This design comes from an exercise in tuning for small area, a short achievable clock period and few clock cycles per item on the open sky130 flow, not from production work.
Function was checked by simulation only, so behaviour that the tests miss may differ from the original.

==> 04-10: inputs <==
## seek_steering_motion_step_core
module seek_steering_motion_step_core
(
    input  wire logic              aclk,
    input  wire logic              aresetn,
    input  wire logic              s_tvalid,
    output logic                   s_tready,
    input  wire logic [ssms_pkg::IN_W-1:0]   s_tdata,
    output logic                   m_tvalid,
    input  wire logic              m_tready,
    output logic [ssms_pkg::OUT_W-1:0]       m_tdata,
    input  wire logic              cfg_wr_en,
    input  wire logic [1:0]        cfg_addr,
    input  wire logic [ssms_pkg::CFG_W-1:0]  cfg_wdata
);
    localparam int I_IDLE = 0;
    localparam int I_PRE  = 1;     
    localparam int I_D1   = 2;
    localparam int I_D2   = 3;
    localparam int I_D3   = 4;
    localparam int I_SQ   = 5;
    localparam int I_SUM  = 6;
    localparam int I_SQRT = 7;
    localparam int I_DIV  = 8;
    localparam int I_FIX  = 9;
    localparam int I_T1   = 10;
    localparam int I_VEL  = 11;
    localparam int I_T2   = 12;
    localparam int I_POS  = 13;
    localparam int NST    = 14;
    logic [NST-1:0] st, nst;
    logic [4:0]  cnt;
    logic        mul_r;          
    logic        mag_r;          
    logic        lead_r;         
    logic [4:0]  sqn_r;          
    logic        booth_r;        
    logic        pre;            
    logic        dirty;
    logic        clamp;
    logic        ms_gt_mv;
    logic        s_tready_r, m_tvalid_r;
    logic [30:0] ms_r, mv_r, mst_r, c1d_r;
    logic [30:0] mstn_r;         
    logic [4:0]  kst_r;          
    logic        kx, ky, nx_r, ny_r;    
    logic        ivx_r, ivy_r;       
    logic        cix_r, ciy_r;       
    logic        c0x_r, c0y_r;       
    logic [15:0] dt_r;
    logic        sgx_r, sgy_r;
    logic [65:0] px_r, py_r;
    logic [5:0]  dgx_r, dgy_r;   
    logic        dt9;            
    logic [63:0] rad_r;
    logic [33:0] rem_r;
    logic [31:0] root_r;
    logic [31:0] pos_x, pos_y, vel_x, vel_y, st_x, st_y;
    assign s_tready = s_tready_r;
    assign m_tvalid = m_tvalid_r;
    assign m_tdata  = {st_y, st_x, vel_y, vel_x, pos_y, pos_x};
    wire cap = s_tvalid && s_tready_r;
    wire out_busy = m_tvalid_r && !m_tready;
    wire [30:0] lim  = pre ? mv_r : mst_r;
    wire [30:0] limn = pre ? mv_r : mstn_r;
  ...
clock: 10.0 ns
lec_check: 0
cap_margin: 35
core_margin: 2
core_utilization: 35
setup_slack_margin: 4
slew_margin: 35
run.sh (not shown) runs the stock make flow with config.mk's settings and CLKGATE_MAP_FILE= SYNTH_SCRIPT=/design/flow/synth_recipe.tcl, a recipe that flattens the netlist after the stock synthesis.
==> 11-07 (differences from 04-10) <==
- CAP_MARGIN: 35 -> 20
- CORE_UTILIZATION: 35 -> 40
- SETUP_SLACK_MARGIN: 4 -> 5
- SLEW_MARGIN: 35 -> 20
==> flow_summary.toml <==
[global_route]
antenna_found_initial = 38
grt_pass1_wl_mm = 494

[worst_setup_path]
required_ns = 10.46
slowest_delay_ns = 0.60
cp_num_buf_inv = 5

[die]
taps = 1890
core-area_mm2 = 0.142
rows = 138

[power]
pwr_density_cell_mw_per_mm2 = 138
power_combinational_uw = 3700
combPwrFrac = 0.350

[min_path]
hold_end = "c1d_r[28]$_SDFFE_PN0P_"

[placement]
globalplace.congestion = 1.11

[clocking]
cts_setup_buffers = 241
cts_resized = 794

[layout]
multi_input_area_mm2 = 0.0426

[outcome]
status = "finished clean"
Source of the figures above: 11-07

==> flow_summary.toml <==
[outcome]
status = "finished clean"

[min_path]
hold_end = "c1d_r[27]$_SDFFE_PN0P_"

[layout]
diodes = 31
seq_share = 0.261
multi_input_area_mm2 = 0.0381

[global_route]
grt_pass1_wl_mm = 471

[clocking]
cts_resized = 165
htreeDepth = 3
cts_setup_buffers = 26

[timing]
timing.fmax_mhz = 165

[worst_setup_path]
cp_num_buf_inv = 4
required_ns = 10.62
slowest_delay_ns = 0.65

[power]
power_combinational_uw = 2700
combPwrFrac = 0.284
pwr_density_cell_mw_per_mm2 = 141

[placement]
globalplace.congestion = 1.09

[die]
rows = 148
Source of the figures above: 04-10

Testbench counts of 04-10, summed over its fixed seeds: cycles 66,205, items 2,048.
Testbench counts of 11-07, summed over its fixed seeds: cycles 66,205, items 2,048.

[static timing again, ports no longer ideal]
How much do the figures lean on ideal ports? The routed layouts below were timed once more, with nothing changed but the port constraints.
Step 1 sets driving cells, clkbuf_16 on the clock port and buf_2 on the other inputs (assumed; they add their load-dependent delay and slew).
Step 2, shift: input delay + t, output delay - t, t = (earliest + latest rising clock arrival at the registers) / 2. This alone moves slack from input paths to output paths.
Three values: ideal ports, drivers, drivers and shift; two values: the first two.
| run | t, ns | slack for setup (ns) | worst register clock-pin slew, ns |
|---|---|---|---|
| 04-10 | 0.821 | 3.943 / 3.943 / 3.943 | 0.07 / 0.07 |
| 11-07 | 0.841 | 4.344 / 4.344 / 4.344 | 0.07 / 0.07 |
After both steps setup and hold are still met in every run listed.
